What follows belongs to an exercise in optimizing a design on an open flow for small area and a short achievable clock period; a production flow would make more cautious choices. RTL that was checked went through simulation tests only; none was proved equivalent to the original. Power and IR drop assume default switching activity.

## branch harbor
==> module ctl_regs, before the edit <==
module ctl_regs (
    input  logic         clk,
    input  logic         resetn,
    input  logic [31:0]  wd,
    input  logic         w_base_h,
    input  logic         w_base_l,
    input  logic         w_size_h,
    input  logic         w_size_l,
    input  logic         w_loop,
    input  logic         w_pause,
    input  logic         w_reset,
    output logic [127:0] pci,
    output logic         loopback,
    output logic         pause_pci,
    output logic         rst_run
);
    localparam logic [9:0] LFSR_SEED = 10'h001;
    localparam logic [9:0] LFSR_LAST = 10'h3d6;
    logic [127:0] pci_q, pci_n;
    wire  [3:0]   we  = {w_base_h, w_base_l, w_size_h, w_size_l};
    genvar k;
    for (k = 0; k < 4; k++) begin : g_pci
        ld_word #(.W(32)) u_w (
            .a (resetn & we[k]),
            .b (resetn & ~we[k]),
            .d (wd),
            .q (pci_q[32*k +: 32]),
            .n (pci_n[32*k +: 32])
        );
    end
    always_ff @(posedge clk) begin
        pci_q <= pci_n | {31'd0, !resetn, 63'd0, !resetn, 32'd0};
    end
    assign pci = pci_q;
    always_ff @(posedge clk) begin
        if (!resetn)     loopback <= 1'b0;
        else if (w_loop) loopback <= wd[0];
    end
    logic [31:0] pause_count, pause_n;
    count_next #(.N(4), .ONES(1'b0)) u_pause (
        .inc(pause_pci),
        .blk({4{w_pause}}),
        .a  ({4{resetn & w_pause}}),
        .b  ({4{resetn & ~w_pause}}),
        .d  (wd),
        .q  (pause_count),
        .n  (pause_n)
    );
    always_ff @(posedge clk) begin
        pause_count <= pause_n;
        pause_pci   <= resetn && (w_pause ? (wd != 32'd0) : (pause_count[31:1] != 31'd0));
    end
    logic [9:0] rst_lfsr;
    always_ff @(posedge clk) begin
        if (w_reset) rst_lfsr <= LFSR_SEED;
        else         rst_lfsr <= {rst_lfsr[8:0], rst_lfsr[9] ^ rst_lfsr[6]};
        if (!resetn)                               rst_run <= 1'b0;
        else if (w_reset)                          rst_run <= 1'b1;
        else if (rst_run && rst_lfsr == LFSR_LAST) rst_run <= 1'b0;
    end
endmodule
==> module pd_lo, before the edit <==
module pd_lo (
    input  logic       v,
    input  logic [1:0] x,
    output logic [3:0] y
);
    assign y = {4{v}} & (4'b0001 << x);
endmodule
==> module wr_dec, before the edit <==
module wr_dec (
    input  logic        wv,
    input  logic [7:0]  wi,
    output logic [11:0] w
);
    logic       z76, z54, t54;
    logic [3:0] m, l;
    nor2m  u_z76 (.x(wi[7:6]), .y(z76));
    nor2m  u_z54 (.x(wi[5:4]), .y(z54));
    and2bm u_t54 (.a(wi[5]), .b_n(wi[4]), .y(t54));
    pd_mid u_m   (.x(wi[3:2]), .y(m));
    pd_lo  u_l   (.v(wv), .x(wi[1:0]), .y(l));
    genvar k;
    for (k = 0; k < 10; k++) begin : g_w
        and4m u_a (.x({z76, z54, m[(k + 2) >> 2], l[(k + 2) & 3]}), .y(w[k]));
    end
    and4m u_a34 (.x({z76, t54, m[0], l[2]}), .y(w[10]));
    and4m u_a35 (.x({z76, t54, m[0], l[3]}), .y(w[11]));
endmodule
==> module rdmx_control, before the edit <==
module rdmx_control (
    input  logic                        clk,
    input  logic                        resetn,
    input  logic [40:0]                 reg_wr,
    output logic                        wr_done,
    output logic [1:0]                  wr_resp,
    input  logic [8:0]                  reg_rd_req,
    output logic [34:0]                 reg_rd,
    input  logic [2:0]                  events,
    input  logic [1:0]                  overflow,
    input  logic [2:0]                  async_status,
    input  logic [514:0]                stream,
    output logic [127:0]                pci,
    output logic                        loopback,
    output logic                        pause_pci,
    output logic                        resetn_out
);
    wire        wv = reg_wr[40];
    wire [7:0]  wi = reg_wr[39:32];
    wire [31:0] wd = reg_wr[31:0];
    logic w_good_h, w_good_l, w_bad_h, w_bad_l, w_base_h, w_base_l;
    logic w_size_h, w_size_l, w_reset, w_clear, w_loop, w_pause;
    wr_dec u_wr_dec (
        .wv(wv), .wi(wi),
        .w({w_pause, w_loop, w_clear, w_reset, w_size_l, w_size_h,
            w_base_l, w_base_h, w_bad_l, w_bad_h, w_good_l, w_good_h})
    );
    logic wr_err;
    always_ff @(posedge clk) begin
        wr_done <= resetn && wv;
        wr_err  <= ~|{w_pause, w_loop, w_clear, w_reset, w_size_l, w_size_h,
                      w_base_l, w_base_h, w_bad_l, w_bad_h, w_good_l, w_good_h};
    end
    assign wr_resp = {wr_err, wr_err};
    logic        rst_run;
    logic [63:0] good_count, bad_count;
    logic        range_err, seq_error;
    logic [2:0]  sync_q;
    ctl_regs u_ctl_regs (
        .clk       (clk),
        .resetn    (resetn),
        .wd        (wd),
        .w_base_h  (w_base_h),
        .w_base_l  (w_base_l),
        .w_size_h  (w_size_h),
        .w_size_l  (w_size_l),
        .w_loop    (w_loop),
        .w_pause   (w_pause),
        .w_reset   (w_reset),
        .pci       (pci),
        .loopback  (loopback),
        .pause_pci (pause_pci),
        .rst_run   (rst_run)
    );
    rstn_gate u_rstn (.resetn(resetn), .run(rst_run), .y(resetn_out));
    wire clr = !resetn || rst_run || w_clear;
    event_capture u_event_capture (
        .clk          (clk),
        .clr          (clr),
        .wd           (wd),
        .w_good_h     (w_good_h),
        .w_good_l     (w_good_l),
        .w_bad_h      (w_bad_h),
        .w_bad_l      (w_bad_l),
        .events       (events),
        .async_status (async_status),
        .good_count   (good_count),
        .bad_count    (bad_count),
        .range_err    (range_err),
        .sync_q       (sync_q)
    );
    seq_check u_seq_check (
        .clk       (clk),
        .clr       (clr),
        .stream_hi (stream[514:483]),
        .beat      (stream[2] && stream[1]),
        .seq_error (seq_error)
    );
    read_mux u_read_mux (
        .clk        (clk),
        .resetn     (resetn),
        .reg_rd_req (reg_rd_req),
        .status     (sync_q),
        .errors     ({seq_error, overflow, range_err}),
        .good_count (good_count),
        .bad_count  (bad_count),
        .pci        (pci),
        .rst_run    (rst_run),
        .loopback   (loopback),
        .pause_pci  (pause_pci),
        .reg_rd     (reg_rd)
    );
endmodule
export LEC_CHECK = 0
export CAP_MARGIN = 20
export CORE_MARGIN = 2
export CORE_UTILIZATION = 40
export CTS_BUF_LIST = sky130_fd_sc_hd__clkbuf_8
export CTS_CLUSTER_DIAMETER = 60
export CTS_CLUSTER_SIZE = 14
export SETUP_SLACK_MARGIN = 2.7
export SLEW_MARGIN = 20
export SYNTH_HIERARCHICAL = 1
export SYNTH_MINIMUM_KEEP_SIZE = 0
create_clock -name core_clock -period 5.0 [get_ports {clk}]
standard.sh (not shown) runs the stock make flow with config.mk's settings and CLKGATE_MAP_FILE= SYNTH_SCRIPT=/design/flow/synth_recipe.tcl, a recipe that flattens the netlist after the stock synthesis.
==> flow/flow/run.sh <==
#!/bin/bash
# Standard layout, with every port buffered by the smallest buffer
# instead of the resizer's default pick (a delay cell on sky130hd).
set -euo pipefail
export BUFFER_PORTS_ARGS="-buffer_cell sky130_fd_sc_hd__buf_1"
bash standard.sh > standard_flow.log 2>&1
branch harbor was carried through to the last stage, and its layout satisfied the timing, DRC and antenna checks.
Here is what was changed in the inputs of branch violet compared with branch harbor.
--- a/flow/design.v
+++ b/flow/design.v
@@ -332,7 +332,7 @@
     genvar k;
     for (k = 0; k < 4; k++) begin : g_pci
         ld_word #(.W(32)) u_w (
-            .a (resetn & we[k]),
+            .a (we[k]),
             .b (resetn & ~we[k]),
             .d (wd),
             .q (pci_q[32*k +: 32]),
@@ -351,7 +351,7 @@
     count_next #(.N(4), .ONES(1'b0)) u_pause (
         .inc(pause_pci),
         .blk({4{w_pause}}),
-        .a  ({4{resetn & w_pause}}),
+        .a  ({4{w_pause}}),
         .b  ({4{resetn & ~w_pause}}),
         .d  (wd),
         .q  (pause_count),
@@ -465,10 +465,11 @@
 endmodule
 module pd_lo (
     input  logic       v,
+    input  logic       r,
     input  logic [1:0] x,
     output logic [3:0] y
 );
-    assign y = {4{v}} & (4'b0001 << x);
+    assign y = {4{v & r}} & (4'b0001 << x);
 endmodule
 module and4m (
     input  logic [3:0] x,
@@ -477,6 +478,7 @@
     assign y = &x;
 endmodule
 module wr_dec (
+    input  logic        resetn,
     input  logic        wv,
     input  logic [7:0]  wi,
     output logic [11:0] w
@@ -487,7 +489,7 @@
     nor2m  u_z54 (.x(wi[5:4]), .y(z54));
     and2bm u_t54 (.a(wi[5]), .b_n(wi[4]), .y(t54));
     pd_mid u_m   (.x(wi[3:2]), .y(m));
-    pd_lo  u_l   (.v(wv), .x(wi[1:0]), .y(l));
+    pd_lo  u_l   (.v(wv), .r(resetn), .x(wi[1:0]), .y(l));
     genvar k;
     for (k = 0; k < 10; k++) begin : g_w
         and4m u_a (.x({z76, z54, m[(k + 2) >> 2], l[(k + 2) & 3]}), .y(w[k]));
@@ -525,7 +527,7 @@
     logic w_good_h, w_good_l, w_bad_h, w_bad_l, w_base_h, w_base_l;
     logic w_size_h, w_size_l, w_reset, w_clear, w_loop, w_pause;
     wr_dec u_wr_dec (
-        .wv(wv), .wi(wi),
+        .resetn(resetn), .wv(wv), .wi(wi),
         .w({w_pause, w_loop, w_clear, w_reset, w_size_l, w_size_h,
             w_base_l, w_base_h, w_bad_l, w_bad_h, w_good_l, w_good_h})
     );
[summary]
Summary — cell count, branch violet relative to branch harbor: higher, by about 0.9%.
Run comparison: branch harbor highest metal layer used by the detailed router met5; branch violet highest metal layer used by the detailed router met4
Diff branch harbor -> branch violet: power consumed by the clock network climbed about 3%, number of nets produced by synthesis barely changed, via count normalized by instance count dropped 0.022, global-route usage climbed 1.6 points.
Going from branch harbor to branch violet, cell area grows by 1.5%.
branch harbor ended up with buf_4 as its highest-delay cell along the critical path; branch violet ended up with nor2b_4.
Clock-buffer cell count, branch harbor and branch violet: larger value in branch violet
Net load switching power (branch violet vs. branch harbor) decreases by a few percent
Between branch harbor and branch violet, the difference in mean instance size in the synthesized netlist is negligible.
~same number of multi-input logic gates in branch harbor and branch violet
Cmp branch harbor and branch violet / cell area power density / lower: branch violet
Synthesized cell count is higher on branch harbor
Against branch harbor, branch violet comes in 2.3 points lower on power share of the combinational group.
End-of-flow core utilization: branch harbor and branch violet compared, higher one is branch violet
For branch violet, only the layout was checked, not whether the RTL still works.

static timing again, ports no longer ideal:
How much do the figures lean on ideal ports? The routed layouts below were timed once more, with nothing changed but the port constraints.
Step 1, drivers: a clkbuf_16 drives clk and a buf_2 each remaining input, both assumed.
Step 2 moves the port delays by t, midway between the first and last clock arrival at a register: inputs arrive t later, outputs are due t later. That takes back most of the time a late clock gives input paths.
Three values: ideal, step 1, step 2; two values: the first two.
run | t, ns | setup slack, ns | slew at the worst register clock pin (ns) | pins driven straight from the clock port
branch harbor | 0.670 | 2.588 / 2.496 / 2.032 | 0.10 / 0.10 | 1
branch violet | 0.663 | 2.522 / 2.497 / 2.043 | 0.10 / 0.10 | 1
After both steps every run listed still meets setup and hold. The setup slack of branch harbor, which loses most, moves by -0.092 ns with the drivers and by -0.556 ns with both steps.
